From an optimization exercise on the open Yosys and OpenROAD flow, aimed at small area; shortcuts taken in it are not production practice.
RTL that was checked went through simulation tests only; none was proved equivalent to the original.
The RTL of runs 2 to 5 was laid out without a check of its function.
Power and IR drop assume default switching activity.

**flow/design.v**
```verilog
package udp_proto_pkg;
    typedef logic [31:0] ip_addr_t;
    typedef logic [15:0] udp_port_t;
    typedef logic [15:0] udp_len_t;
    localparam udp_port_t ECHO_PORT = 16'd1234;
    localparam udp_len_t UDP_HDR_BYTES = 16'd8;
endpackage
package echo_buf_pkg;
    localparam int PAYLOAD_DEPTH = 64;
    localparam int HDR_DEPTH = 4;
    localparam int PAYLOAD_CNT_W = $clog2(PAYLOAD_DEPTH + 1);
    localparam int LEN_W = 7;
endpackage
`timescale 1ns/1ps
module udp_echo_top (
    input  logic                     clk,
    input  logic                     rst,
    input  logic                     i_hdr_valid,
    input  udp_proto_pkg::ip_addr_t  i_src_ip,
    input  udp_proto_pkg::udp_port_t i_src_port,
    input  udp_proto_pkg::udp_port_t i_dst_port,
    input  udp_proto_pkg::udp_len_t  i_length,
    input  logic                     i_pay_valid,
    input  logic [7:0]               i_pay_data,
    input  logic                     i_pay_last,
    input  logic                     i_hdr_ready,
    input  logic                     i_pay_ready,
    output logic                     o_hdr_valid,
    output udp_proto_pkg::ip_addr_t  o_dst_ip,
    output udp_proto_pkg::udp_port_t o_src_port,
    output udp_proto_pkg::udp_port_t o_dst_port,
    output udp_proto_pkg::udp_len_t  o_length,
    output logic                     o_pay_valid,
    output logic [7:0]               o_pay_data,
    output logic                     o_pay_last
);
    localparam int LEN_W = echo_buf_pkg::LEN_W;
    localparam int HW    = 32 + 16 + LEN_W;    
    logic                 pass;      
    logic                 hdr_wr;    
    logic                 admit;
    logic                 len_ok;
    logic                 queue_ok;
    logic                 pay_wr;
    logic [2:0]           hn;
    logic [3:0][HW-1:0]   hq;
    logic                 pending;
    logic                 hdr_empty;
    logic                 hdr_rd;
    logic [HW-1:0]        hq_head;
    logic [echo_buf_pkg::PAYLOAD_CNT_W-1:0] pn;
    logic [63:0][7:0]     pq;
    logic                 pay_rd;
    logic [LEN_W-1:0]     len_q;     
    logic                 tx_idle;
    assign len_ok   = (i_length[15:LEN_W] == '0) && (i_length[LEN_W-1:3] != '0) &&
                      ({1'b0, i_length[LEN_W-1:0]} + {1'b0, pn} <= 8'd72);
    assign queue_ok = (hn != 3'd4) || (hdr_wr && tx_idle);
    assign admit    = i_hdr_valid && (i_dst_port == udp_proto_pkg::ECHO_PORT) &&
                      len_ok && queue_ok;
    assign pay_wr    = pass && i_pay_valid;
    assign pending   = pass || hdr_wr;
    assign hdr_empty = (hn == 3'd0) || (hn == 3'd1 && pending);
    assign tx_idle   = !o_hdr_valid && !o_pay_valid;
    assign hdr_rd    = tx_idle && !hdr_empty;
    assign pay_rd    = o_pay_valid && i_pay_ready;
    always_ff @(posedge clk) begin
        if (rst) begin
            pass        <= 1'b0;
            hdr_wr      <= 1'b0;
            hn          <= '0;
            pn          <= '0;
            o_hdr_valid <= 1'b0;
            o_pay_valid <= 1'b0;
        end else begin
            if (i_hdr_valid) begin
                pass <= admit;
            end else if (i_pay_valid && i_pay_last) begin
                pass <= 1'b0;
            end
            hdr_wr <= pass && i_pay_valid && i_pay_last;
            hn     <= hn + 3'(admit) - 3'(hdr_rd);
            pn     <= pn + 7'(pay_wr) - 7'(pay_rd);
            if (hdr_rd) begin
                o_hdr_valid <= 1'b1;
            end else if (o_hdr_valid && i_hdr_ready) begin
                o_hdr_valid <= 1'b0;
                o_pay_valid <= 1'b1;
            end else if (pay_rd && o_pay_last) begin
                o_pay_valid <= 1'b0;
            end
        end
    end
    always_ff @(posedge clk) begin
        if (admit) begin
            hq <= {hq[2:0], hq[3]};
            hq[1] <= {i_src_ip, i_src_port, i_length[LEN_W-1:0]};
        end
        if (pay_wr) begin
            pq <= {pq[62:0], pq[63]};
            pq[1] <= i_pay_data;
        end
    end
    assign hq_head = hq[hn[1:0]];
    always_ff @(posedge clk) begin
        if (hdr_rd) begin
            o_dst_ip   <= hq_head[HW-1 -: 32];
            o_dst_port <= hq_head[LEN_W +: 16];
            len_q      <= hq_head[LEN_W-1:0];
        end else if (pay_rd) begin
            len_q      <= len_q - 1'b1;
        end
    end
    assign o_src_port = udp_proto_pkg::ECHO_PORT;
    assign o_length   = {{(16 - LEN_W){1'b0}}, len_q};
    assign o_pay_data = pq[pn[5:0]];
    assign o_pay_last = (len_q == LEN_W'(9));
endmodule
```
**flow/run.sh**
```bash
#!/bin/bash
# synth_recipe.tcl (not shown) runs the flow's synth.tcl, then flattens the netlist and writes it again
# the make line also repeats each setting of config.mk as NAME=value (left out here)
make -C /OpenROAD-flow-scripts/flow DESIGN_CONFIG=/design/flow/config.mk WORK_HOME=/design/flow/orfs CLKGATE_MAP_FILE= SYNTH_SCRIPT=/design/flow/synth_recipe.tcl finish
```
**flow/config.mk**
```make
export PLATFORM = sky130hd
export DESIGN_NAME = udp_echo_top
export DESIGN_NICKNAME = udp_echo_top
export VERILOG_FILES = /design/flow/design.v
export SDC_FILE = /design/flow/constraint.sdc
export NUM_CORES = 4
export LEC_CHECK = 0
export CAP_MARGIN = 20
export CORE_MARGIN = 2
export CORE_UTILIZATION = 40
export SLEW_MARGIN = 20
```
**flow/constraint.sdc**
```tcl
create_clock -name core_clock -period 8.0 [get_ports {clk}]
set_input_delay 1.6000 -clock core_clock [delete_from_list [all_inputs] [get_ports {clk}]]
set_output_delay 1.6000 -clock core_clock [all_outputs]
set_load 0.01 [all_outputs]
```
==> impl_metrics.toml, run 1 <==
[logic_synthesis]
postSynthCellCount = 1410
post_synth_instance_area_um2 = 30570
synth_area_per_cell_um2 = 21.68
ys_types = 53
synth_sequential_area_ratio_pct = 78.23
yosys_register_bits = 801
area_leader_netlist = "edfxtp_1"
yosys-top-cells-area = "edfxtp_1 77%, mux4_2 12%, mux2i_1 1.4%"
synth_warnings = 1
ys_async_sr_fraction_pct = 0
synth_top_area_share_pct = 77.31
synth_top_flop_cell = "edfxtp_1"
synth_edf_count = 787

[power]
clock_power_share_pct = 43.3
power_switching_mw = 1.789
power.sequential.fraction_pct = 52.5
ir_worst_vdd_mv = 0.1688
swShare_pct = 20.55
combinational_share_of_power_pct = 4.3
p_leak_nw = 10.53
internal_power_consumption_mw = 6.915
power.density_cell_area_nw_per_um2 = 243.0
overall_power_consumption_mw = 8.704

[route]
drt-wirelength-per-cell_um = 22.04
finalWirelength_um = 58480
routed_via_density = 5.395
drt_iter0_markers = 1444
count_of_vias_placed_by_the_detailed_router = 14314
drc_errors = 0
antenna_viol_nets_final = 0
dr.pass1.iters = 5

[placed_design]
place_worst_setup_slack_ns = 2.086
gp_congestion = 0.7642
hpwl_um = 33530
numPortBuffers = 160

[setup_path]
crit_path_max_fanout = 48
crit_path_max_incr_delay_ns = 0.80
slack_of_the_worst_reg_to_reg_path_ns = 2.99
critPathKind = "register to primary output"
worst-endpoint-required_ns = 6.40
worst_r2r_endpoint = "hn[2]"
category_of_the_worst_setup_path_capture_point = "primary output"
critical_path.slowest_cell = "dfxtp_4"
path_common_cell = "nor2_1"
reg2reg_depth = 15
crit_arrival_ns = 4.36
worstSetupStartpointType = "register"
reg2reg_from = "pn[0]"
crit_path_cell_trace = "buf_4 > nand2_1 > nor2_1 > a22oi_1 > nand4_1 > nor2_1 > a21oi_1 > clkdlybuf4s50_1"

[floorplanning]
design.die.area_um2 = 78640
fp.dieH_um = 280.4
rows = 101
design.portCount = 186
start_util_pct = 40.31
die_span_in_x_um = 280.4
placeableCoreArea_um2 = 75820

[sta]
report.final.setup_viol = 0
number_of_pins_with_negative_max_slew_slack_in_the_final_report = 0
highest_clock_rate_ghz = 0.1677
min_period_over_period_pct = 74.52
tns_ns = 0
final_critical_path_setup_slack_ns = 2.039
setup_repair_after_global_routing_missed_its_margin = "no"
worst_slew_pin_slew_ns = 1.110
worst_slew_margin_rel_pct = 26.02
timing.clock.skew_ns = 0.01704
final.min_clock_period_ns = 5.961
hold_ws_ns = 0.4333
hold_violation_total_from_the_final_report = 0

[final_layout]
num-fill-cells = 6275
area.growth.synth_to_final_pct = 17.17
layout_commonest_cell = "edfxtp_1"
most_frequent_cells_in_the_layout = "787 x edfxtp_1, 165 x mux4_2, 160 x clkdlybuf4s50_1"
layout-drive-gt1-share_pct = 18.83
nets = 1729

[worst_hold_path]
hold_path_startpoint = "pq[113]"
timing.hold.worst.class = "register to register"
hold_path_depth = 0
hold_end = "pq[121]"

[outcome]
status = "finished clean"

[global_routing]
grt_pass1_wl_um = 89130
grt_antenna_before_repair = 2
grt_usage_pct = 14.77
grt_max_degree = 194
grt_overflow = 0
number_of_global_route_vias_before_repair = 14861

[clock_network]
cts_inserted_buffers = 84
postCtsHoldBufs = 0
clock-sinks = 801
clk_pin_slew_ns = 0.06
tritoncts = "built"
postCtsSetupRepairBufs = 0
ctsHtreeMaxLevel = 3
clock-root-buffer = "clkbuf_16"
cts.path.max_buffers = 3
cts_repair_resize_count = 0
worst_skew_pair.late_latency_ns = 0.62

[flow_run]
number_of_max_cap_violations = 0
==> metrics by stage <==
stage	area, µm²	utilization, %	cells
after global routing	35810	47.23	2651
after detailed placement	33180	43.76	2505
after CTS	35810	47.22	2651
final	35820	47.24	2653
after global placement	33180	43.76	2505
after floorplan	30660	-	1433
==> flip-flops by register name, indices dropped and copies added (netlist names) <==
register     flops
pn               7
len_q            7
hq             220
pq             512
o_hdr_valid      1
pass             1
hn               3
o_dst_ip        32
o_pay_valid      1
hdr_wr           1
o_dst_port      16
==> worst max path at each step <==
| stage | start | to | slack, ns | depth (start not counted) |
|---|---|---|---|---|
| after detailed placement | i_length[0] | hn[2] | 2.09 | 15 |
| after floorplan | i_length[0] | hn[2] | 0.35 | 14 |
| after global placement | i_length[0] | hn[2] | 2.13 | 15 |
| final | pn[2] | o_pay_data[3] | 2.04 | 8 |
| after CTS | pn[2] | o_pay_data[3] | 2.02 | 8 |
| after global routing | pn[2] | o_pay_data[3] | 1.78 | 8 |
==> logic make-up after synthesis <==
kind of cell / count (synthesis) / share of synthesized area, %
buffers and inverters: 104 / 1.928
other: 2 / 0.02457
AO/OA/AOI/OAI: 121 / 2.607
XOR/XNOR: 12 / 0.3438
flip-flops: 801 / 78.23
multiplexers: 210 / 13.64
AND/OR/NAND/NOR: 139 / 2.288
adder cells (fa/ha/maj): 21 / 0.9333
==> power groups by stage <==
stage          Combinational [mW]  Clock (mW)  Sequential [mW]
5_1_grt                     0.407        4.04             4.57
4_1_cts                     0.377        3.87             4.57
2_1_floorplan               0.218           0             4.64
3_3_place_gp                0.372           0             4.66
6_report                    0.371        3.77             4.57
3_5_place_dp                0.374           0             4.66
==> routing by layer <==
| layer | track usage [%] | vias up | share of wire (%) |
|---|---|---|---|
| li1 | - | 6235 | - |
| met4 | 4.305 | 2 | 2.3 |
| met1 | 21.69 | 7523 | 46 |
| met2 | 22.22 | 453 | 45 |
| met5 | 0 | - | 0.022 |
| met3 | 3.239 | 101 | 6.2 |
==> worst max-delay path, delay by kind of cell, from the launching register on <==
family / cells / cell delay (ns)
buf+inv: 2 / 1.33
simple gates: 4 / 1.11
flops: 1 / 0.80
compound gates: 2 / 0.46
==> Yosys cell counts, drive strengths merged, types with 14 or more instances <==
| cell type | number |
|---|---|
| ha | 18 |
| a22oi | 34 |
| a21oi | 29 |
| nand2 | 29 |
| nor2 | 36 |
| clkbuf | 18 |
| edfxtp | 787 |
| o21ai | 18 |
| mux2i | 42 |
| mux4 | 165 |
| inv | 20 |
| buf | 66 |
| nand3 | 18 |
| dfxtp | 14 |
==> cell type report <==
class,instances,area [µm²],area share [%]
Multi-Input combinational cell,528,6158,17.19
Inverter,20,78.83,0.2201
Clock inverter,43,415.4,1.160
Timing Repair Buffer,178,1790,4.999
Sequential cell,801,23930,66.81
Antenna cell,2,5.005,0.01397
Tap cell,978,1224,3.417
Clock buffer,103,2215,6.183
==> run 2: changes to the inputs <==
--- a/flow/design.v
+++ b/flow/design.v
@@ -10,5 +10,5 @@
     localparam int HDR_DEPTH = 4;
     localparam int PAYLOAD_CNT_W = $clog2(PAYLOAD_DEPTH + 1);
-    localparam int LEN_W = 7;
+    localparam int LEN_W = 6;
 endpackage
 `timescale 1ns/1ps
@@ -35,5 +35,5 @@
     output logic                     o_pay_last
 );
-    localparam int LEN_W = echo_buf_pkg::LEN_W;
+    localparam int LEN_W = echo_buf_pkg::LEN_W;    
     localparam int HW    = 32 + 16 + LEN_W;    
     logic                 pass;      
@@ -54,6 +54,6 @@
     logic [LEN_W-1:0]     len_q;     
     logic                 tx_idle;
-    assign len_ok   = (i_length[15:LEN_W] == '0) && (i_length[LEN_W-1:3] != '0) &&
-                      ({1'b0, i_length[LEN_W-1:0]} + {1'b0, pn} <= 8'd72);
+    assign len_ok   = (i_length[15:7] == '0) && (i_length[6:3] != '0) &&
+                      ({1'b0, i_length[6:0]} + {1'b0, pn} <= 8'd72);
     assign queue_ok = (hn != 3'd4) || (hdr_wr && tx_idle);
     assign admit    = i_hdr_valid && (i_dst_port == udp_proto_pkg::ECHO_PORT) &&
@@ -113,5 +113,5 @@
     end
     assign o_src_port = udp_proto_pkg::ECHO_PORT;
-    assign o_length   = {{(16 - LEN_W){1'b0}}, len_q};
+    assign o_length   = {9'b0, (len_q <= LEN_W'(8)), len_q};
     assign o_pay_data = pq[pn[5:0]];
     assign o_pay_last = (len_q == LEN_W'(9));
--- a/flow/config.mk
+++ b/flow/config.mk
@@ -8,4 +8,6 @@
 export CAP_MARGIN = 20
 export CORE_MARGIN = 2
-export CORE_UTILIZATION = 40
+export CORE_UTILIZATION = 65
+export CTS_BUF_LIST = sky130_fd_sc_hd__clkbuf_4
+export CTS_CLUSTER_SIZE = 20
 export SLEW_MARGIN = 20
==> impl_metrics.toml, run 2 <==
[logic_synthesis]
yosys-top-cells-area = "edfxtp_1 78%, mux4_2 14%, dfxtp_1 0.93%"
yosys_register_bits = 796
post_synth_instance_area_um2 = 30250
synth_top_cells_by_count = "782 x edfxtp_1, 190 x mux4_2, 32 x nor2_1"
synth_top_area_share_pct = 77.63
synth_edf_count = 782
synth_area_per_cell_um2 = 22.92
synth_top_flop_cell = "edfxtp_1"
synth_warnings = 1
ys_async_sr_fraction_pct = 0
synth_sequential_area_ratio_pct = 78.56
postSynthCellCount = 1320
area_leader_netlist = "edfxtp_1"
ys_types = 49
most_frequent_cell_after_synthesis = "edfxtp_1"

[route]
count_of_vias_placed_by_the_detailed_router = 14540
drt-wirelength-per-cell_um = 23.23
drt_iter0_markers = 1531
routed_via_density = 6.086
dr.pass1.iters = 5
drc_errors = 0
antenna_viol_nets_final = 0
finalWirelength_um = 55500

[global_routing]
grt_usage_pct = 23.77
number_of_global_route_vias_before_repair = 14726
grt_antenna_before_repair = 2
grt_max_degree = 217
grt_overflow = 0
grt_pass1_wl_um = 84370

[placed_design]
placed_area_um2 = 32430
gp_congestion = 0.7942
hpwl_um = 31800
place_worst_setup_slack_ns = 2.945
numPortBuffers = 160

[clock_network]
cts_inserted_buffers = 190
postCtsHoldBufs = 0
clock-root-buffer = "clkbuf_4"
tritoncts = "built"
worst_skew_pair.late_latency_ns = 1.05
postCtsSetupRepairBufs = 0
cts.path.max_buffers = 3
cts_repair_resize_count = 0
ctsHtreeMaxLevel = 4
clock-sinks = 796
clk_pin_slew_ns = 0.07

[floorplanning]
design.die.area_um2 = 48280
placeableCoreArea_um2 = 46260
design.portCount = 186
die_span_in_x_um = 219.7
fp.dieH_um = 219.7
rows = 79
start_util_pct = 65.39

[worst_hold_path]
timing.hold.worst.class = "register to register"

[power]
ir_worst_vdd_mv = 0.1640
overall_power_consumption_mw = 8.104
power.density_cell_area_nw_per_um2 = 232.4
p_leak_nw = 10.81

[sta]
hold_violation_total_from_the_final_report = 0
tns_ns = 0
worst_slew_margin_rel_pct = 29.93
setup_repair_after_global_routing_missed_its_margin = "no"
timing.clock.skew_ns = 0.03578
worst_slew_pin_slew_ns = 1.051
highest_clock_rate_ghz = 0.1648
final.min_clock_period_ns = 6.067
min_period_over_period_pct = 75.83
report.final.setup_viol = 0
final_critical_path_setup_slack_ns = 1.933
number_of_pins_with_negative_max_slew_slack_in_the_final_report = 0

[final_layout]
nets = 1755
finish.instance_area_um2 = 34860
layout_commonest_cell = "edfxtp_1"
finish.utilization_pct = 75.36
layout-drive-gt1-share_pct = 29.17
largestRegisters = "pq (512), hq (216), o_dst_ip (32)"
most_frequent_cells_in_the_layout = "782 x edfxtp_1, 285 x clkbuf_4, 190 x mux4_2"
largest-register = "pq"
area.growth.synth_to_final_pct = 15.25
multiInputGateArea_um2 = 6025
seq_area_um2 = 23780
largest_register_ff_count = 512
num-fill-cells = 2661

[setup_path]
category_of_the_worst_setup_path_capture_point = "primary output"
crit_path_max_fanout = 67
worstSetupStartpointType = "register"
critPathKind = "register to primary output"
worst-endpoint-required_ns = 6.40
crit_arrival_ns = 4.47

[flow_run]
number_of_max_cap_violations = 0

[outcome]
status = "finished clean"
run 2: cell types whose count changed in the layout (fill, tap and decap cells not counted), moves of 16 or more:
| cell | previous run | this run |
|---|---|---|
| clkbuf_4 | 0 | 285 |
| a221oi_1 | 0 | 19 |
| nand3_1 | 18 | 2 |
| a22oi_1 | 34 | 1 |
| clkbuf_1 | 16 | 0 |
| clkbuf_16 | 85 | 0 |
| mux4_2 | 165 | 190 |
| mux2i_1 | 42 | 24 |
run 2: final cells by class:
cell class / count / share of cell area (%)
sequential: 796 / 68.20
multi-input combinational: 451 / 17.28
clock buffer: 285 / 6.137
timing repair buffer: 180 / 5.236
tap: 607 / 2.179
clock inverter: 37 / 0.6604
inverter: 20 / 0.2153
antenna: 13 / 0.09331
run 2: final timing paths:
kind | startpoint | to | slack [ns] | cells after the start
worst max-delay path | pn[1] | o_pay_data[5] | 1.93 | 6
worst max register to register | pn[1] | hq[16] | 4.03 | 9
worst min-delay path | hq[58] | hq[112] | 0.43 | 0
worst min register to register | hq[58] | hq[112] | 0.43 | 0
run 2: cell families after synthesis:
| logic type | count (synthesis) | synth area share, % |
|---|---|---|
| buf+inv | 96 | 1.845 |
| mux | 214 | 14.94 |
| other cells | 2 | 0.02483 |
| compound gates | 88 | 1.928 |
| xor+xnor | 11 | 0.3185 |
| flops | 796 | 78.56 |
| fa+ha+maj | 21 | 0.9431 |
| simple gates | 92 | 1.444 |
run 2: metal layers:
| layer | share of wire [%] | track usage [%] |
|---|---|---|
| met5 | 0 | 0 |
| met4 | 1.9 | 8.546 |
| met1 | 43 | 34.69 |
| met2 | 48 | 34.81 |
| met3 | 7.3 | 7.315 |
run 2: critical path, cell delays in order, from the launching register on:
cell	delay, ns
dfxtp_4	1.03
buf_4	0.62
mux4_2	0.40
mux4_2	0.49
o21ai_1	0.24
nor2_1	0.12
clkdlybuf4s50_1	0.50
run 2: power breakdown:
| group | total [mW] | leakage (nW) | switching, mW | internal, mW |
|---|---|---|---|---|
| clock | 3.26 | 1.43 | 1.55 | 1.71 |
| combinational | 0.310 | 2.62 | 0.154 | 0.156 |
| sequential | 4.53 | 6.76 | 0.0167 | 4.52 |
| total | 8.10 | 10.8 | 1.72 | 6.38 |
run 2: per-stage QoR:
| step | hold WS, ns | instances |
|---|---|---|
| global placement | 0.4227 | 2053 |
| global route | 0.4354 | 2384 |
| CTS | 0.4212 | 2375 |
| floorplan | 0.4207 | 1343 |
| detailed placement | 0.4279 | 2053 |
| finish | 0.4289 | 2389 |
==> run 3: changes to the inputs <==
--- a/flow/config.mk
+++ b/flow/config.mk
@@ -8,6 +8,7 @@
 export CAP_MARGIN = 20
 export CORE_MARGIN = 2
-export CORE_UTILIZATION = 65
-export CTS_BUF_LIST = sky130_fd_sc_hd__clkbuf_4
-export CTS_CLUSTER_SIZE = 20
+export CORE_UTILIZATION = 75
+export CTS_BUF_LIST = sky130_fd_sc_hd__clkbuf_8
+export CTS_CLUSTER_SIZE = 30
+export PLACE_DENSITY = 0.8
 export SLEW_MARGIN = 20
==> impl_metrics.toml, run 3 <==
[outcome]
status = "finished clean"

[sta]
timing.clock.skew_ns = 0.02601
highest_clock_rate_ghz = 0.1854
number_of_pins_with_negative_max_slew_slack_in_the_final_report = 0
report.final.setup_viol = 0
setup_repair_after_global_routing_missed_its_margin = "no"
final.min_clock_period_ns = 5.393
worst_slew_margin_rel_pct = 35.90
hold_violation_total_from_the_final_report = 0
min_period_over_period_pct = 67.42
worst_slew_pin_slew_ns = 0.9615
tns_ns = 0

[power]
overall_power_consumption_mw = 7.825
p_leak_nw = 10.61
power.density_cell_area_nw_per_um2 = 226.9
ir_worst_vdd_mv = 0.1832

[setup_path]
category_of_the_worst_setup_path_capture_point = "primary output"
crit_path_max_fanout = 11
critPathKind = "register to primary output"
critical_path.slowest_cell = "dfxtp_1"
worst-endpoint-required_ns = 6.40
worstSetupStartpointType = "register"
crit_path_max_incr_delay_ns = 0.77
path_common_cell = "o21ai_1"
crit_path_cell_trace = "clkinv_1 > nor2_2 > a221oi_1 > o21ai_1 > o21ai_1 > nor2_1 > clkdlybuf4s50_1"
crit_arrival_ns = 3.79

[logic_synthesis]
synth_area_per_cell_um2 = 22.92
synth-compound-area-share_pct = 1.928
synth_warnings = 1
postSynthCellCount = 1320
post_synth_mux_area_share_pct = 14.94
synth_adder_area_share_pct = 0.9431
ys_async_sr_fraction_pct = 0
synth_xor_area_share_pct = 0.3185
post_synth_instance_area_um2 = 30250
synth_top_flop_cell = "edfxtp_1"
synth_edf_count = 782
most_frequent_cell_after_synthesis = "edfxtp_1"
synth_top_area_share_pct = 77.63
yosys-top-cells-area = "edfxtp_1 78%, mux4_2 14%, dfxtp_1 0.93%"
synth_simple_gate_area_share_pct = 1.444
largest_family_of_logic_cells_by_synthesized_area = "multiplexers"
yosys_register_bits = 796
ys_types = 49
synth_top_cells_by_count = "782 x edfxtp_1, 190 x mux4_2, 32 x nor2_1"
area_leader_netlist = "edfxtp_1"
synth_sequential_area_ratio_pct = 78.56

[clock_network]
clk_pin_slew_ns = 0.07
cts_repair_resize_count = 0
postCtsHoldBufs = 0
cts_inserted_buffers = 115
worst_skew_pair.late_latency_ns = 0.68
clock-sinks = 796
clock-root-buffer = "clkbuf_8"
ctsHtreeMaxLevel = 3
tritoncts = "built"
cts.path.max_buffers = 3
postCtsSetupRepairBufs = 0

[global_routing]
grt_pass1_wl_um = 84860
grt_max_degree = 217
globalRouteMet2Util_pct = 43.58
use_met1_pct = 39.94
grt-busiest-layer = "met2"
grt_antenna_before_repair = 1
groute.layer.met3.usage_pct = 6.125
grt_usage_pct = 27.67
number_of_global_route_vias_before_repair = 14600
grt_overflow = 0

[route]
drt_iter0_markers = 1601
dr.pass1.iters = 6
finalWirelength_um = 57730
routed_via_density = 6.630
drt-wirelength-per-cell_um = 26.43
count_of_vias_placed_by_the_detailed_router = 14480
antenna_viol_nets_final = 0
drc_errors = 0

[worst_hold_path]
timing.hold.worst.class = "register to register"

[floorplanning]
start_util_pct = 76.13
fp.dieH_um = 204.8
placeableCoreArea_um2 = 39730
rows = 73
die_span_in_x_um = 204.8
design.portCount = 186
design.die.area_um2 = 41960

[final_layout]
largest-register = "pq"
area.growth.synth_to_final_pct = 14.02
largestRegisters = "pq (512), hq (216), o_dst_ip (32)"
layout_commonest_cell = "edfxtp_1"
nets = 1679
finish.instance_area_um2 = 34490
layout-drive-gt1-share_pct = 21.83
most_frequent_cells_in_the_layout = "782 x edfxtp_1, 190 x mux4_2, 160 x clkdlybuf4s50_1"
largest_register_ff_count = 512
num-fill-cells = 1501

[placed_design]
gp_congestion = 0.7739
numPortBuffers = 160
hpwl_um = 31320
placed_area_um2 = 32310

[flow_run]
number_of_max_cap_violations = 0
## run 3: cell families (layout without fill, tap and decap cells)
logic type	Yosys count	after routing
flops	796	796
mux	214	214
buf+inv	96	411
simple gates	92	92
compound gates	88	88
fa+ha+maj	21	21
xor+xnor	11	11
other cells	2	26
## run 3: critical path, delay by kind of cell, from the launching register on
family | cells | cell delay, ns
and+or+nand+nor | 2 | 1.02
buffers and inverters | 2 | 0.86
DFF | 1 | 0.77
AOI/OAI and AO/OA | 3 | 0.47
## run 3: through the flow
step           worst slack (ns)  std cells  hold WS (ns)  utilization (%)
2_1_floorplan            0.3865       1343        0.4207                -
3_3_place_gp              2.977       1968        0.4220            81.30
3_5_place_dp              2.927       1968        0.4270            81.32
4_1_cts                   2.561       2180        0.4341            86.59
5_1_grt                   2.452       2184        0.4374            86.81
6_report                  2.607       2184        0.4346            86.81
## run 3: final cells by class
type / count / area (µm²) / share of cell area [%]
Clock buffer: 119 / 1638 / 4.749
Tap cell: 525 / 656.9 / 1.905
Sequential cell: 796 / 23780 / 68.94
Timing Repair Buffer: 179 / 1854 / 5.376
Clock inverter: 93 / 457.9 / 1.328
Inverter: 20 / 75.07 / 0.2177
Multi-Input combinational cell: 451 / 6030 / 17.48
Antenna cell: 1 / 2.502 / 0.007256
## run 3: power breakdown
| group | internal (mW) | switching (mW) |
|---|---|---|
| sequential | 4.52 | 0.0155 |
| clock | 1.47 | 1.49 |
| combinational | 0.156 | 0.171 |
## run 3: final timing paths
path	startpoint	to	slack, ns	cells past startpoint
worst max-delay path	pn[4]	o_pay_data[4]	2.61	7
worst min register to register	pq[87]	pq[95]	0.43	0
worst max register to register	pn[0]	hq[71]	4.31	9
worst min-delay path	pq[87]	pq[95]	0.43	0
## run 3: layer usage
metal  wire [µm]  share of wire (%)
met2       29020                 50
met5           0                  0
met1       21950                 38
met3        5071                8.8
met4        1695                2.9
==> run 4: changes to the inputs <==
--- a/flow/config.mk
+++ b/flow/config.mk
@@ -8,7 +8,8 @@
 export CAP_MARGIN = 20
 export CORE_MARGIN = 2
-export CORE_UTILIZATION = 75
+export CORE_UTILIZATION = 80
 export CTS_BUF_LIST = sky130_fd_sc_hd__clkbuf_8
-export CTS_CLUSTER_SIZE = 30
-export PLACE_DENSITY = 0.8
+export CTS_CLUSTER_DIAMETER = 150
+export CTS_CLUSTER_SIZE = 40
+export PLACE_DENSITY = 0.85
 export SLEW_MARGIN = 20
==> impl_metrics.toml, run 4 <==
[outcome]
status = "did not finish"
failed_stage = "detailed placement"
error = "[ERROR DPL-0033] detailed placement checks failed during check placement."

[logic_synthesis]
synth_xor_area_share_pct = 0.3185
synth_top_area_share_pct = 77.63
synth-compound-area-share_pct = 1.928
synth_sequential_area_ratio_pct = 78.56
synth_adder_area_share_pct = 0.9431
synth_edf_count = 782
synth_top_cells_by_count = "782 x edfxtp_1, 190 x mux4_2, 32 x nor2_1"
yosys_register_bits = 796
post_synth_mux_area_share_pct = 14.94
synth_simple_gate_area_share_pct = 1.444
largest_family_of_logic_cells_by_synthesized_area = "multiplexers"
post_synth_instance_area_um2 = 30250
ys_types = 49
synth_warnings = 1
synth_top_flop_cell = "edfxtp_1"
most_frequent_cell_after_synthesis = "edfxtp_1"
ys_async_sr_fraction_pct = 0
yosys-top-cells-area = "edfxtp_1 78%, mux4_2 14%, dfxtp_1 0.93%"
synth_area_per_cell_um2 = 22.92
postSynthCellCount = 1320
area_leader_netlist = "edfxtp_1"

[placed_design]
gp_congestion = 0.8394
numPortBuffers = 160
hpwl_um = 39830

[floorplanning]
design.portCount = 186
fp.dieH_um = 198.5
start_util_pct = 80.69
rows = 71
die_span_in_x_um = 198.5
-- run 4: cell counts after synthesis --
No cell type changed its count.
-- run 4: cells by family after synthesis --
kind of cell / after synthesis
AND/OR/NAND/NOR: 92
other: 2
XOR/XNOR: 11
multiplexers: 214
buffers and inverters: 96
adder cells (fa/ha/maj): 21
AO/OA/AOI/OAI: 88
flip-flops: 796
-- run 4: worst min path at each step --
stage	from	slack (ns)	cells past startpoint	end
floorplan	hq[108]	0.42	0	hq[162]
global placement	pq[96]	0.42	0	pq[104]
-- run 4: power by group through the flow --
stage	Sequential, mW	Clock [mW]	Combinational [mW]
floorplan	4.62	0	0.192
global placement	4.62	0	0.307
-- run 4: stage by stage --
stage / cells / hold WS [ns] / instance area (µm²) / power, mW
floorplan: 1343 / 0.4207 / 30350 / 4.808
global placement: 1954 / 0.4242 / 32290 / 4.930
==> run 5: changes to the inputs <==
--- a/flow/config.mk
+++ b/flow/config.mk
@@ -9,7 +9,7 @@
 export CORE_MARGIN = 2
 export CORE_UTILIZATION = 80
-export CTS_BUF_LIST = sky130_fd_sc_hd__clkbuf_8
-export CTS_CLUSTER_DIAMETER = 150
-export CTS_CLUSTER_SIZE = 40
+export CTS_BUF_LIST = sky130_fd_sc_hd__clkbuf_4 sky130_fd_sc_hd__clkbuf_8
+export CTS_CLUSTER_DIAMETER = 100
+export CTS_CLUSTER_SIZE = 25
 export PLACE_DENSITY = 0.85
 export SLEW_MARGIN = 20
==> impl_metrics.toml, run 5 <==
[logic_synthesis]
synth_top_cells_by_count = "782 x edfxtp_1, 190 x mux4_2, 32 x nor2_1"
post_synth_instance_area_um2 = 30250
ys_types = 49
synth_sequential_area_ratio_pct = 78.56
area_leader_netlist = "edfxtp_1"
synth_top_area_share_pct = 77.63
synth_top_flop_cell = "edfxtp_1"
synth_area_per_cell_um2 = 22.92
yosys_register_bits = 796
yosys-top-cells-area = "edfxtp_1 78%, mux4_2 14%, dfxtp_1 0.93%"
ys_async_sr_fraction_pct = 0
synth_edf_count = 782
postSynthCellCount = 1320
synth_warnings = 1
most_frequent_cell_after_synthesis = "edfxtp_1"

[outcome]
error = "[ERROR DPL-0033] detailed placement checks failed during check placement."
status = "did not finish"
failed_stage = "detailed placement"

[floorplanning]
start_util_pct = 80.69
die_span_in_x_um = 198.5
rows = 71
design.portCount = 186
fp.dieH_um = 198.5

[placed_design]
numPortBuffers = 160
gp_congestion = 0.8394
hpwl_um = 39830
## run 5: worst max path at each step
stage / to / slack [ns]
floorplan: hn[2] / 0.39
global placement: pq[135] / 3.04
## run 5: power by group through the flow
stage | clock network [mW] | logic, mW | registers [mW]
2_1_floorplan | 0 | 0.192 | 4.62
3_3_place_gp | 0 | 0.307 | 4.62
## run 5: kinds of logic after synthesis
family | count (synthesis) | share of synthesized area (%)
flip-flops | 796 | 78.56
multiplexers | 214 | 14.94
buffers and inverters | 96 | 1.845
AND/OR/NAND/NOR | 92 | 1.444
AO/OA/AOI/OAI | 88 | 1.928
adder cells (fa/ha/maj) | 21 | 0.9431
XOR/XNOR | 11 | 0.3185
other | 2 | 0.02483
## run 5: through the flow
stage          setup slack, ns  cells
2_1_floorplan           0.3865   1343
3_3_place_gp             3.038   1954
==> run 6: changes to the inputs <==
--- a/flow/design.v
+++ b/flow/design.v
@@ -102,5 +102,31 @@
         end
     end
-    assign hq_head = hq[hn[1:0]];
+    logic [3:0]  hsel;
+    logic [7:0]  psel_lo;
+    logic [7:0]  psel_hi;
+    logic [7:0][7:0] pgrp;
+    logic [7:0]  pay_head;
+    always_comb begin
+        hsel = '0;
+        hsel[hn[1:0]] = 1'b1;
+        hq_head = '0;
+        for (int k = 0; k < 4; k++) begin
+            hq_head = hq_head | (hq[k] & {HW{hsel[k]}});
+        end
+    end
+    always_comb begin
+        psel_lo = '0;
+        psel_hi = '0;
+        psel_lo[pn[2:0]] = 1'b1;
+        psel_hi[pn[5:3]] = 1'b1;
+        pay_head = '0;
+        for (int g = 0; g < 8; g++) begin
+            pgrp[g] = '0;
+            for (int k = 0; k < 8; k++) begin
+                pgrp[g] = pgrp[g] | (pq[8*g+k] & {8{psel_lo[k]}});
+            end
+            pay_head = pay_head | (pgrp[g] & {8{psel_hi[g]}});
+        end
+    end
     always_ff @(posedge clk) begin
         if (hdr_rd) begin
@@ -114,5 +140,5 @@
     assign o_src_port = udp_proto_pkg::ECHO_PORT;
     assign o_length   = {9'b0, (len_q <= LEN_W'(8)), len_q};
-    assign o_pay_data = pq[pn[5:0]];
+    assign o_pay_data = pay_head;
     assign o_pay_last = (len_q == LEN_W'(9));
 endmodule
==> flow/config.mk (replaced) <==
export PLATFORM = sky130hd
export DESIGN_NAME = udp_echo_top
export DESIGN_NICKNAME = udp_echo_top
export VERILOG_FILES = /design/flow/design.v
export SDC_FILE = /design/flow/constraint.sdc
export NUM_CORES = 4
export LEC_CHECK = 0
export CAP_MARGIN = 20
export CORE_MARGIN = 2
export CORE_UTILIZATION = 60
export CTS_BUF_LIST = sky130_fd_sc_hd__clkbuf_8
export CTS_CLUSTER_DIAMETER = 80
export CTS_CLUSTER_SIZE = 18
export SLEW_MARGIN = 20
==> impl_metrics.toml, run 6 <==
[final_layout]
largest-register = "pq"
layout-drive-gt1-share_pct = 9.132
finish.instance_area_um2 = 33070
largest_register_ff_count = 512
area.growth.synth_to_final_pct = 10.62
largestRegisters = "pq (512), hq (216), o_dst_ip (32)"
nets = 1880
num-fill-cells = 3375
layout.cells.non_filler = 2438
most_frequent_cells_in_the_layout = "782 x edfxtp_1, 160 x clkdlybuf4s50_1, 144 x nand2_1"
antennaDiodeCount = 0
finish.utilization_pct = 67.41
layout_commonest_cell = "edfxtp_1"

[global_routing]
number_of_global_route_vias_before_repair = 15036
grt_usage_pct = 22.63
grt_overflow = 0
grt_pass1_wl_um = 88340
grt_max_degree = 217
grt_antenna_before_repair = 4

[worst_hold_path]
hold_end = "pq[314]"
hold_path_startpoint = "pq[306]"
hold_path_depth = 0
timing.hold.worst.class = "register to register"

[logic_synthesis]
yosys-top-cells-area = "edfxtp_1 79%, mux4_2 4.1%, a222oi_1 3.8%"
synth_adder_area_share_pct = 1.373
postSynthCellCount = 1605
post_synth_instance_area_um2 = 29890
yosys_register_bits = 796
largest_family_of_logic_cells_by_synthesized_area = "compound AO/OA/AOI/OAI gates"
synth_area_per_cell_um2 = 18.62
synth_sequential_area_ratio_pct = 79.50
ys_types = 61
synth_top_area_share_pct = 78.56
most_frequent_cell_after_synthesis = "edfxtp_1"
post_synth_mux_area_share_pct = 4.785
synth_top_flop_cell = "edfxtp_1"
synth_edf_count = 782
synth_warnings = 1
ys_async_sr_fraction_pct = 0
synth_top_cells_by_count = "782 x edfxtp_1, 144 x nand2_1, 114 x a222oi_1"
synth_xor_area_share_pct = 0.5526
synth-compound-area-share_pct = 7.091
area_leader_netlist = "edfxtp_1"
synth_simple_gate_area_share_pct = 4.525

[route]
met1_routed_length_um = 24980
met3RoutedLength_um = 4352
drt_iter0_markers = 2194
drc_errors = 0
routed_via_density = 6.382
antenna_viol_nets_final = 0
top_signal_layer_used = "met5"
finalWirelength_um = 58770
detailroute.wirelength.met2_um = 28070
drt-wirelength-per-cell_um = 24.11
dr.pass1.iters = 9
count_of_vias_placed_by_the_detailed_router = 15559

[floorplanning]
rows = 81
start_util_pct = 60.94
fp.dieH_um = 227.2
design.portCount = 186
design.die.area_um2 = 51620
die_span_in_x_um = 227.2
placeableCoreArea_um2 = 49050

[clock_network]
clock-root-buffer = "clkbuf_8"
worst_skew_pair.late_latency_ns = 0.70
ctsHtreeMaxLevel = 2
cts_repair_resize_count = 0
clock-sinks = 796
postCtsSetupRepairBufs = 0
cts_inserted_buffers = 50
tritoncts = "built"
cts.path.max_buffers = 3
postCtsHoldBufs = 0
clk_pin_slew_ns = 0.11

[setup_path]
worst_r2r_endpoint = "hq[198]"
slack_of_the_worst_reg_to_reg_path_ns = 4.44
crit_arrival_ns = 4.58
worst-endpoint-required_ns = 6.40
reg2reg_depth = 9
category_of_the_worst_setup_path_capture_point = "primary output"
crit_path_max_fanout = 40
worstSetupStartpointType = "register"
critPathKind = "register to primary output"
reg2reg_from = "pn[2]"

[placed_design]
numPortBuffers = 160
placed_cells_incl_taps = 2363
gp_congestion = 0.7772
placed_area_um2 = 32180
hpwl_um = 33250
place_worst_setup_slack_ns = 2.589

[sta]
final_critical_path_setup_slack_ns = 1.819
final.min_clock_period_ns = 6.181
min_period_over_period_pct = 77.26
report.final.setup_viol = 0
highest_clock_rate_ghz = 0.1618
worst_slew_pin_slew_ns = 1.147
tns_ns = 0
timing.clock.skew_ns = 0.03603
worst_slew_margin_rel_pct = 23.54
hold_ws_ns = 0.4449
number_of_pins_with_negative_max_slew_slack_in_the_final_report = 0
hold_violation_total_from_the_final_report = 0
setup_repair_after_global_routing_missed_its_margin = "no"

[power]
combinational_share_of_power_pct = 27.8
swShare_pct = 29.92
ir_worst_vdd_mv = 0.1792
p_leak_nw = 10.05
overall_power_consumption_mw = 9.257
power.sequential.fraction_pct = 52.6
internal_power_consumption_mw = 6.487
clock_power_share_pct = 19.6
power.density_cell_area_nw_per_um2 = 280.0
power_switching_mw = 2.770

[outcome]
status = "finished clean"

[flow_run]
number_of_max_cap_violations = 0
==> run 6: cell count changes after synthesis, sizes merged, moves of 9 or more <==
cell    before  now
o21ai       31    7
mux2i       24    9
a222oi       0  114
mux4       190   54
and3         2   12
a21oi       14   46
mux2         0   11
nand4        1   13
ha          18   28
nand2       27  144
nand3        2   60
clkbuf      16   46
a31oi        3   12
==> run 6: cells by family after synthesis <==
group	after synthesis
flip-flops	796
AND/OR/NAND/NOR	296
AO/OA/AOI/OAI	256
buffers and inverters	132
multiplexers	74
adder cells (fa/ha/maj)	31
XOR/XNOR	18
other	2
==> run 6: worst max-delay path: stages, from the launching register on <==
cell and delay, ns:
dfxtp_1 0.60, inv_1 0.19, ha_1 0.39, nor3b_2 0.17
buf_4 0.36, buf_4 0.57, a222oi_1 0.17, mux2_2 0.35
nand4_1 0.09, nand3_1 0.10, o211ai_1 0.25, clkdlybuf4s50_1 0.62
==> run 6: final cells by class <==
type,instances,area [µm²],area share [%]
clock buffer,51,701.9,2.123
multi-input combinational,700,5690,17.21
sequential,796,23770,71.88
timing repair buffer,187,1889,5.714
inverter,19,71.32,0.2157
clock inverter,21,113.9,0.3443
tap,664,830.8,2.513
==> run 6: worst max path at each step <==
stage                     start       endpoint  slack [ns]  cells after the start
detailed placement        pn[0]  o_pay_data[1]        2.59                      8
global route              pn[1]  o_pay_data[1]        1.56                     11
CTS                       pn[1]  o_pay_data[1]        1.79                     11
finish                    pn[0]  o_pay_data[1]        1.82                     11
floorplan           i_length[0]          hn[2]        0.46                     14
global placement          pn[1]  o_pay_data[1]        2.66                      8
==> run 6: power by group through the flow <==
stage	clock [mW]	combinational (mW)	sequential (mW)
2_1_floorplan	0	1.48	5.00
3_3_place_gp	0	2.56	4.97
3_5_place_dp	0	2.58	4.97
5_1_grt	2.01	2.78	4.90
6_report	1.81	2.58	4.87
4_1_cts	1.88	2.60	4.88
==> run 6: per-layer routing <==
metal / vias to the layer above / track usage [%]
met5: - / 0
met4: 4 / 6.199
met3: 96 / 4.272
met2: 651 / 35.38
met1: 7980 / 33.33
li1: 6828 / -
==> run 7: changes to the inputs <==
--- a/flow/config.mk
+++ b/flow/config.mk
@@ -10,5 +10,5 @@
 export CORE_UTILIZATION = 60
 export CTS_BUF_LIST = sky130_fd_sc_hd__clkbuf_8
-export CTS_CLUSTER_DIAMETER = 80
-export CTS_CLUSTER_SIZE = 18
+export CTS_CLUSTER_DIAMETER = 70
+export CTS_CLUSTER_SIZE = 15
 export SLEW_MARGIN = 20
==> impl_metrics.toml, run 7 <==
[sta]
worst_slew_pin_slew_ns = 1.131
worst_slew_margin_rel_pct = 24.62
hold_ws_ns = 0.4461
final.min_clock_period_ns = 6.172
hold_violation_total_from_the_final_report = 0
final_critical_path_setup_slack_ns = 1.828
min_period_over_period_pct = 77.15
timing.clock.skew_ns = 0.03724
report.final.setup_viol = 0
highest_clock_rate_ghz = 0.1620
tns_ns = 0
setup_repair_after_global_routing_missed_its_margin = "no"
number_of_pins_with_negative_max_slew_slack_in_the_final_report = 0

[clock_network]
clock-root-buffer = "clkbuf_8"
worst_skew_pair.late_latency_ns = 0.70
postCtsSetupRepairBufs = 0
ctsHtreeMaxLevel = 2
cts.path.max_buffers = 3
tritoncts = "built"
cts_repair_resize_count = 0
cts_inserted_buffers = 59
clock-sinks = 796
clk_pin_slew_ns = 0.10
postCtsHoldBufs = 0

[setup_path]
crit_path_max_incr_delay_ns = 0.95
worst-endpoint-required_ns = 6.40
worst-path-buf-inv = 2
worstSetupStartpointType = "register"
crit_arrival_ns = 4.57
crit_path_cell_trace = "ha_4 > buf_4 > a222oi_1 > and3_1 > a311oi_1 > a211oi_1 > o211ai_1 > clkdlybuf4s50_1"
critPathKind = "register to primary output"
worst_path_dominant_cell_family = "buffers and inverters"
crit_path_max_fanout = 82
critical_path.slowest_cell = "ha_4"
category_of_the_worst_setup_path_capture_point = "primary output"

[logic_synthesis]
synth_top_area_share_pct = 78.56
area_leader_netlist = "edfxtp_1"
synth_area_per_cell_um2 = 18.62
synth_warnings = 1
synth_sequential_area_ratio_pct = 79.50
ys_types = 61
ys_async_sr_fraction_pct = 0
post_synth_instance_area_um2 = 29890
most_frequent_cell_after_synthesis = "edfxtp_1"
synth_top_cells_by_count = "782 x edfxtp_1, 144 x nand2_1, 114 x a222oi_1"
synth_edf_count = 782
postSynthCellCount = 1605
synth_top_flop_cell = "edfxtp_1"
yosys-top-cells-area = "edfxtp_1 79%, mux4_2 4.1%, a222oi_1 3.8%"
yosys_register_bits = 796

[floorplanning]
rows = 81
design.die.area_um2 = 51620
placeableCoreArea_um2 = 49050
design.portCount = 186
die_span_in_x_um = 227.2
fp.dieH_um = 227.2
start_util_pct = 60.94

[global_routing]
grt_pass1_wl_um = 88620
grt_overflow = 0
number_of_global_route_vias_before_repair = 15132
grt_usage_pct = 22.72
grt_max_degree = 217
grt_antenna_before_repair = 3

[final_layout]
largest-register = "pq"
largestRegisters = "pq (512), hq (216), o_dst_ip (32)"
antennaDiodeCount = 0
layout-drive-gt1-share_pct = 9.513
seq_area_um2 = 23770
finish.utilization_pct = 67.63
area.growth.synth_to_final_pct = 10.98
num-fill-cells = 3372
nets = 1889
layout_commonest_cell = "edfxtp_1"
largest_register_ff_count = 512
most_frequent_cells_in_the_layout = "782 x edfxtp_1, 160 x clkdlybuf4s50_1, 144 x nand2_1"
multiInputGateArea_um2 = 5690

[route]
drc_errors = 0
routed_via_density = 6.326
dr.pass1.iters = 8
antenna_viol_nets_final = 0
count_of_vias_placed_by_the_detailed_router = 15505
drt_iter0_markers = 1903
drt-wirelength-per-cell_um = 24.00
finalWirelength_um = 58820

[placed_design]
gp_congestion = 0.7772
numPortBuffers = 160
place_worst_setup_slack_ns = 2.589
hpwl_um = 33250

[power]
p_leak_nw = 10.13
combinational_share_of_power_pct = 27.5
power.sequential.fraction_pct = 52.2
power.density_cell_area_nw_per_um2 = 281.5
ir_worst_vdd_mv = 0.1804
clock_power_share_pct = 20.3
internal_power_consumption_mw = 6.543
power_switching_mw = 2.795
swShare_pct = 29.94

[flow_run]
number_of_max_cap_violations = 0

[outcome]
status = "finished clean"

[worst_hold_path]
timing.hold.worst.class = "register to register"
-- run 7: logic make-up (layout without fill, tap and decap cells) --
logic type      count (synthesis)  after routing  share of synthesized area (%)
compound gates                256            256                          7.091
xor+xnor                       18             18                         0.5526
fa+ha+maj                      31             31                          1.373
buf+inv                       132            291                          2.147
flops                         796            796                          79.50
mux                            74             74                          4.785
other cells                     2             25                        0.02513
simple gates                  296            296                          4.525
-- run 7: stage by stage --
step | cells | power [mW] | area, µm²
after floorplan | 1628 | 6.474 | 29990
after global placement | 2363 | 7.536 | 32180
after detailed placement | 2363 | 7.555 | 32180
after CTS | 2448 | 9.453 | 33100
after global routing | 2451 | 9.790 | 33170
final | 2451 | 9.338 | 33170
-- run 7: power groups by stage --
stage	logic [mW]	registers, mW	clock network [mW]
global placement	2.56	4.97	0
finish	2.57	4.87	1.90
detailed placement	2.58	4.97	0
CTS	2.60	4.88	1.98
floorplan	1.48	5.00	0
global route	2.78	4.90	2.11
-- run 7: metal layers --
layer	track usage, %	vias to the layer above	share of wire, %
met5	0	-	0.046
met4	7.717	4	2.7
met3	4.272	93	7.7
met2	35.11	662	48
met1	33.21	7890	42
li1	-	6856	-
-- run 7: final cells by class --
type                            count  share of cell area [%]
Timing Repair Buffer              187                   5.695
Clock buffer                       59                   2.448
Multi-Input combinational cell    700                   17.15
Clock inverter                     26                  0.3357
Tap cell                          664                   2.504
Inverter                           19                  0.2150
Sequential cell                   796                   71.65
-- run 7: final timing paths --
path / startpoint / end / slack (ns) / cells after the start
worst min register to register: hq[58] / hq[112] / 0.45 / 0
worst max-delay path: pn[0] / o_pay_data[1] / 1.83 / 8
worst max register to register: pn[0] / hq[148] / 4.46 / 10
worst min-delay path: hq[58] / hq[112] / 0.45 / 0
==> run 8: changes to the inputs <==
--- a/flow/config.mk
+++ b/flow/config.mk
@@ -9,6 +9,6 @@
 export CORE_MARGIN = 2
 export CORE_UTILIZATION = 60
-export CTS_BUF_LIST = sky130_fd_sc_hd__clkbuf_8
-export CTS_CLUSTER_DIAMETER = 70
-export CTS_CLUSTER_SIZE = 15
+export CTS_BUF_LIST = sky130_fd_sc_hd__clkbuf_16
+export CTS_CLUSTER_DIAMETER = 100
+export CTS_CLUSTER_SIZE = 32
 export SLEW_MARGIN = 20
==> impl_metrics.toml, run 8 <==
[route]
finalWirelength_um = 58060
count_of_vias_placed_by_the_detailed_router = 15333
antenna_viol_nets_final = 0
drc_errors = 0
routed_via_density = 6.339
dr.pass1.iters = 8
drt-wirelength-per-cell_um = 24.00
drt_iter0_markers = 2035

[setup_path]
worst-endpoint-required_ns = 6.40
worst_r2r_endpoint = "hq[96]"
category_of_the_worst_setup_path_capture_point = "primary output"
crit_path_start = "pn[0]"
critPathKind = "register to primary output"
worstSetupStartpointType = "register"
crit_arrival_ns = 4.48
crit_path_max_fanout = 40
reg2reg_depth = 9
slack_of_the_worst_reg_to_reg_path_ns = 4.41
reg2reg_from = "pn[2]"
crit_end = "o_pay_data[1]"

[final_layout]
multiInputGateArea_um2 = 5690
area.growth.synth_to_final_pct = 10.70
finish.instance_area_um2 = 33090
largest_register_ff_count = 512
num-fill-cells = 3354
most_frequent_cells_in_the_layout = "782 x edfxtp_1, 160 x clkdlybuf4s50_1, 144 x nand2_1"
nets = 1859
layout-drive-gt1-share_pct = 7.863
antennaDiodeCount = 0
layout_commonest_cell = "edfxtp_1"
largest-register = "pq"
seq_area_um2 = 23770
largestRegisters = "pq (512), hq (216), o_dst_ip (32)"

[logic_synthesis]
yosys-top-cells-area = "edfxtp_1 79%, mux4_2 4.1%, a222oi_1 3.8%"
postSynthCellCount = 1605
ys_types = 61
synth_sequential_area_ratio_pct = 79.50
synth_area_per_cell_um2 = 18.62
yosys_register_bits = 796
synth_top_area_share_pct = 78.56
most_frequent_cell_after_synthesis = "edfxtp_1"
synth_top_flop_cell = "edfxtp_1"
synth_top_cells_by_count = "782 x edfxtp_1, 144 x nand2_1, 114 x a222oi_1"
synth_edf_count = 782
post_synth_instance_area_um2 = 29890
synth_warnings = 1
area_leader_netlist = "edfxtp_1"
ys_async_sr_fraction_pct = 0

[sta]
tns_ns = 0
timing.clock.skew_ns = 0.01613
worst_slew_margin_rel_pct = 28.68
hold_violation_total_from_the_final_report = 0
worst_slew_pin_slew_ns = 1.070
highest_clock_rate_ghz = 0.1645
number_of_pins_with_negative_max_slew_slack_in_the_final_report = 0
final.min_clock_period_ns = 6.081
min_period_over_period_pct = 76.01
report.final.setup_viol = 0
setup_repair_after_global_routing_missed_its_margin = "no"

[clock_network]
clock-sinks = 796
postCtsSetupRepairBufs = 0
clk_pin_slew_ns = 0.12
cts_repair_resize_count = 0
cts_inserted_buffers = 28
ctsHtreeMaxLevel = 1
tritoncts = "built"
postCtsHoldBufs = 0
clock-root-buffer = "clkbuf_16"
worst_skew_pair.late_latency_ns = 0.62
cts.path.max_buffers = 3

[outcome]
status = "finished clean"

[floorplanning]
die_span_in_x_um = 227.2
design.die.area_um2 = 51620
fp.dieH_um = 227.2
rows = 81
start_util_pct = 60.94
placeableCoreArea_um2 = 49050
design.portCount = 186

[power]
power.density_cell_area_nw_per_um2 = 279.8
ir_worst_vdd_mv = 0.2044
p_leak_nw = 10.06

[worst_hold_path]
timing.hold.worst.class = "register to register"

[global_routing]
grt_usage_pct = 22.13
number_of_global_route_vias_before_repair = 14881
grt_max_degree = 217
grt_pass1_wl_um = 87240
grt_overflow = 0
grt_antenna_before_repair = 4

[placed_design]
placed_area_um2 = 32180
numPortBuffers = 160
hpwl_um = 33250
gp_congestion = 0.7772

[flow_run]
number_of_max_cap_violations = 0
==> run 8: changes by cell type in the layout (fill, tap and decap cells not counted), moves of 2 or more <==
cell,previous run,this run
clkbuf_16,0,29
clkbuf_8,59,0
clkinv_1,0,2
inv_1,41,39
==> run 8: cells by family after synthesis <==
group	synth area share (%)
flops	79.50
mux	4.785
simple gates	4.525
compound gates	7.091
fa+ha+maj	1.373
buf+inv	2.147
other cells	0.02513
xor+xnor	0.5526
==> run 8: final cells by class <==
| cell class | count | share of cell area, % |
|---|---|---|
| Clock buffer | 29 | 2.193 |
| Clock inverter | 23 | 0.2609 |
| Inverter | 19 | 0.2155 |
| Multi-Input combinational cell | 700 | 17.20 |
| Sequential cell | 796 | 71.83 |
| Tap cell | 664 | 2.511 |
| Timing Repair Buffer | 188 | 5.793 |
==> run 8: worst min-delay path by stage <==
stage / to / slack, ns / start / cells past startpoint
after floorplan: pq[187] / 0.42 / pq[179] / 0
after global placement: pq[187] / 0.42 / pq[179] / 0
after detailed placement: hq[36] / 0.43 / hq[198] / 0
after CTS: pq[499] / 0.45 / pq[491] / 0
after global routing: pq[499] / 0.47 / pq[491] / 0
final: pq[212] / 0.45 / pq[204] / 0
==> run 8: stage by stage <==
| stage | worst slack [ns] | hold slack (ns) | power [mW] | cells | util [%] |
|---|---|---|---|---|---|
| finish | 1.919 | 0.4529 | 9.259 | 2419 | 67.46 |
| global route | 1.649 | 0.4652 | 9.671 | 2419 | 67.46 |
| CTS | 1.888 | 0.4522 | 9.349 | 2415 | 67.26 |
| detailed placement | 2.589 | 0.4294 | 7.555 | 2363 | 65.60 |
| global placement | 2.661 | 0.4232 | 7.536 | 2363 | 65.60 |
| floorplan | 0.4565 | 0.4174 | 6.474 | 1628 | - |
==> run 8: worst max-delay path: stages (launching register included) <==
cell and delay (ns):
dfxtp_1 0.61, inv_1 0.19, ha_1 0.39, nor3b_2 0.17, buf_4 0.36, buf_4 0.58, a222oi_1 0.15, mux2_2 0.33
nand4_1 0.09, nand3_1 0.09, o211ai_1 0.25, clkdlybuf4s50_1 0.61
==> run 8: power breakdown <==
| part | leakage, nW | switching [mW] | internal, mW |
|---|---|---|---|
| Sequential | 6.79 | 0.117 | 4.75 |
| Clock | 0.472 | 1.14 | 0.669 |
| Combinational | 2.79 | 1.47 | 1.11 |
==> run 8: per-layer routing <==
layer / track usage, % / share of wire [%] / vias up / wire length, µm
li1: - / - / 6792 / -
met2: 35.28 / 48 / 613 / 27990
met5: 0 / 0.033 / - / 19
met4: 5.756 / 2.2 / 4 / 1254
met3: 3.175 / 7.5 / 71 / 4372
met1: 32.82 / 42 / 7853 / 24430
==> run 9: changes to the inputs <==
==> flow/flow/run.sh (new file) <==
#!/bin/bash
# Standard ORFS layout with two changes: the port buffers are the smallest
# plain buffer (buf_1) and CTS builds larger sink clusters without dummy loads.
set -euo pipefail
cd "$(dirname "$0")/.."
export BUFFER_PORTS_ARGS="-buffer_cell sky130_fd_sc_hd__buf_1"
export CTS_ARGS="-sink_clustering_enable -repair_clock_nets -sink_clustering_size 15 -sink_clustering_max_diameter 70 -buf_list sky130_fd_sc_hd__clkbuf_8 -dont_use_dummy_load"
bash standard.sh > standard_make.log 2>&1
==> flow/standard.sh (new file) <==
#!/bin/bash
# synth_recipe.tcl (not shown) runs the flow's synth.tcl, then flattens the netlist and writes it again
# the make line also repeats each setting of config.mk as NAME=value (left out here)
make -C /OpenROAD-flow-scripts/flow DESIGN_CONFIG=/design/flow/config.mk WORK_HOME=/design/flow/orfs CLKGATE_MAP_FILE= SYNTH_SCRIPT=/design/flow/synth_recipe.tcl "${@:-finish}"
--- a/flow/config.mk
+++ b/flow/config.mk
@@ -9,6 +9,3 @@
 export CORE_MARGIN = 2
 export CORE_UTILIZATION = 60
-export CTS_BUF_LIST = sky130_fd_sc_hd__clkbuf_16
-export CTS_CLUSTER_DIAMETER = 100
-export CTS_CLUSTER_SIZE = 32
 export SLEW_MARGIN = 20
removed: flow/run.sh
==> impl_metrics.toml, run 9 <==
[outcome]
status = "finished clean"

[clock_network]
cts_inserted_buffers = 59
clock-sinks = 796
worst_skew_pair.late_latency_ns = 0.71
clock-root-buffer = "clkbuf_8"
cts_repair_resize_count = 0
clk_pin_slew_ns = 0.10
postCtsHoldBufs = 0
tritoncts = "built"
ctsHtreeMaxLevel = 2
cts.path.max_buffers = 3
postCtsSetupRepairBufs = 0

[global_routing]
grt_antenna_before_repair = 3
grt_overflow = 0
grt_usage_pct = 22.64
number_of_global_route_vias_before_repair = 15059
grt_max_degree = 217
grt_pass1_wl_um = 88430

[final_layout]
most_frequent_cells_in_the_layout = "782 x edfxtp_1, 160 x buf_1, 144 x nand2_1"
layout_commonest_cell = "edfxtp_1"
layout-drive-gt1-share_pct = 9.380
antennaDiodeCount = 0
largest_register_ff_count = 512
area.growth.synth_to_final_pct = 7.104
largestRegisters = "pq (512), hq (216), o_dst_ip (32)"
largest-register = "pq"
finish.utilization_pct = 65.26
seq_area_um2 = 23770
multiInputGateArea_um2 = 5690
num-fill-cells = 3438
finish.instance_area_um2 = 32010
nets = 1887

[floorplanning]
fp.dieH_um = 227.2
die_span_in_x_um = 227.2
rows = 81
design.die.area_um2 = 51620
design.portCount = 186
placeableCoreArea_um2 = 49050
start_util_pct = 60.94

[setup_path]
critPathKind = "register to primary output"
category_of_the_worst_setup_path_capture_point = "primary output"
worst_path_dominant_cell_family = "buffers and inverters"
worst-endpoint-required_ns = 6.40
critical_path.slowest_cell = "xnor2_4"
cp.depth = 9
reg2reg_depth = 9
crit_end = "o_pay_data[6]"
crit_path_start = "pn[0]"
worst-path-buf-inv = 3
worst_r2r_endpoint = "hq[22]"
crit_arrival_ns = 4.58
crit_path_cell_trace = "inv_1 > ha_1 > xnor2_4 > buf_4 > nand2_1 > a22o_1 > a311o_1 > or4_1 > buf_1"
slack_of_the_worst_reg_to_reg_path_ns = 4.37
worstSetupStartpointType = "register"
crit_path_max_incr_delay_ns = 0.73
crit_path_max_fanout = 49
reg2reg_from = "pn[2]"

[logic_synthesis]
synth_top_cells_by_count = "782 x edfxtp_1, 144 x nand2_1, 114 x a222oi_1"
most_frequent_cell_after_synthesis = "edfxtp_1"
synth_top_area_share_pct = 78.56
synth_warnings = 1
post_synth_instance_area_um2 = 29890
postSynthCellCount = 1605
synth_edf_count = 782
yosys-top-cells-area = "edfxtp_1 79%, mux4_2 4.1%, a222oi_1 3.8%"
ys_types = 61
synth_top_flop_cell = "edfxtp_1"
area_leader_netlist = "edfxtp_1"
yosys_register_bits = 796
synth_sequential_area_ratio_pct = 79.50
ys_async_sr_fraction_pct = 0
synth_area_per_cell_um2 = 18.62

[route]
dr.pass1.iters = 8
count_of_vias_placed_by_the_detailed_router = 15556
drc_errors = 0
routed_via_density = 6.420
drt_iter0_markers = 2009
antenna_viol_nets_final = 0
finalWirelength_um = 58810
drt-wirelength-per-cell_um = 24.27

[power]
p_leak_nw = 9.550
power.density_cell_area_nw_per_um2 = 281.1
ir_worst_vdd_mv = 0.1880
overall_power_consumption_mw = 8.998

[flow_run]
number_of_max_cap_violations = 0

[placed_design]
numPortBuffers = 160
gp_congestion = 0.7844
placed_area_um2 = 31150
hpwl_um = 32890

[sta]
worst_slew_margin_rel_pct = 27.87
report.final.setup_viol = 0
hold_violation_total_from_the_final_report = 0
timing.clock.skew_ns = 0.07420
highest_clock_rate_ghz = 0.1617
setup_repair_after_global_routing_missed_its_margin = "no"
final.min_clock_period_ns = 6.183
min_period_over_period_pct = 77.29
tns_ns = 0
worst_slew_pin_slew_ns = 1.082
number_of_pins_with_negative_max_slew_slack_in_the_final_report = 0

[worst_hold_path]
hold_path_startpoint = "pq[157]"
timing.hold.worst.class = "register to register"
run 9: cell count changes in the layout (fill, tap and decap cells not counted), moves of 21 or more:
cell	delta
clkdlybuf4s50_1	-160
clkbuf_8	+59
buf_1	+160
inv_1	-21
clkbuf_16	-29
run 9: logic make-up (layout without fill, tap and decap cells):
logic type               Yosys count  after routing  share of synthesized area [%]
flip-flops                       796            796                          79.50
AND/OR/NAND/NOR                  296            296                          4.525
AO/OA/AOI/OAI                    256            256                          7.091
buffers and inverters            132            263                          2.147
multiplexers                      74             74                          4.785
adder cells (fa/ha/maj)           31             31                          1.373
XOR/XNOR                          18             18                         0.5526
other                              2             25                        0.02513
run 9: power breakdown:
group / switching [mW] / internal (mW) / total (mW)
Combinational: 1.44 / 0.826 / 2.27
Sequential: 0.132 / 4.75 / 4.88
Clock: 1.19 / 0.657 / 1.84
Total: 2.76 / 6.24 / 9.00
run 9: how the worst min path moves through the flow:
stage | endpoint | slack (ns) | cells after the start
floorplan | pq[187] | 0.42 | 0
global placement | hq[48] | 0.42 | 0
detailed placement | hq[186] | 0.43 | 0
CTS | pq[165] | 0.41 | 0
global route | pq[189] | 0.41 | 0
finish | pq[165] | 0.41 | 0
run 9: cell type report:
cell class,count,share of cell area (%)
flip-flops and latches,796,74.24
inverters,19,0.2228
clock buffers,59,2.537
repair buffers,185,2.626
multi-input cells,700,17.78
well taps,664,2.595
run 9: per-stage QoR:
stage / setup WS [ns] / instances / hold WS, ns
final: 1.817 / 2423 / 0.4102
after detailed placement: 2.457 / 2362 / 0.4287
after CTS: 1.710 / 2421 / 0.4059
after floorplan: 0.4565 / 1628 / 0.4174
after global placement: 2.512 / 2362 / 0.4231
after global routing: 1.486 / 2423 / 0.4071
run 9: routing by layer:
layer,up-vias,share of wire (%),GRT usage [%]
met5,-,0.026,0
met1,7945,43,34.10
met2,681,47,34.86
li1,6836,-,-
met3,90,7.4,3.343
met4,4,2.3,7.063

-- separate check: timing with driven ports --
In the flow no input, the clock included, has a driving cell. The finished layouts below were timed again as built, in two steps.
Step 1 (the two cells are an assumption about what drives the block):
set clk [get_ports {clk}]
set_driving_cell -lib_cell sky130_fd_sc_hd__clkbuf_16 $clk
set_driving_cell -lib_cell sky130_fd_sc_hd__buf_2 [delete_from_list [all_inputs] $clk]
Step 2, shift: input delay + t, output delay - t, t = (earliest + latest rising clock arrival at the registers) / 2. This alone moves slack from input paths to output paths.
Three values: ideal, step 1, step 2; two values: the first two.
run | shift t [ns] | slack for setup (ns) | cell pins on the clock port's net
run 1 | 0.673 | 2.039 / 1.976 / 2.172 | 1
run 2 | 1.087 | 1.933 / 1.878 / 2.759 | 1
run 3 | 0.724 | 2.607 / 2.554 / 2.684 | 1
run 6 | 0.731 | 1.819 / 1.764 / 2.495 | 1
run 7 | 0.738 | 1.828 / 1.774 / 2.511 | 1
run 8 | 0.673 | 1.919 / 1.860 / 2.532 | 1
run 9 | 0.728 | 1.817 / 1.762 / 2.489 | 1
After both steps setup and hold are still met in every run listed.
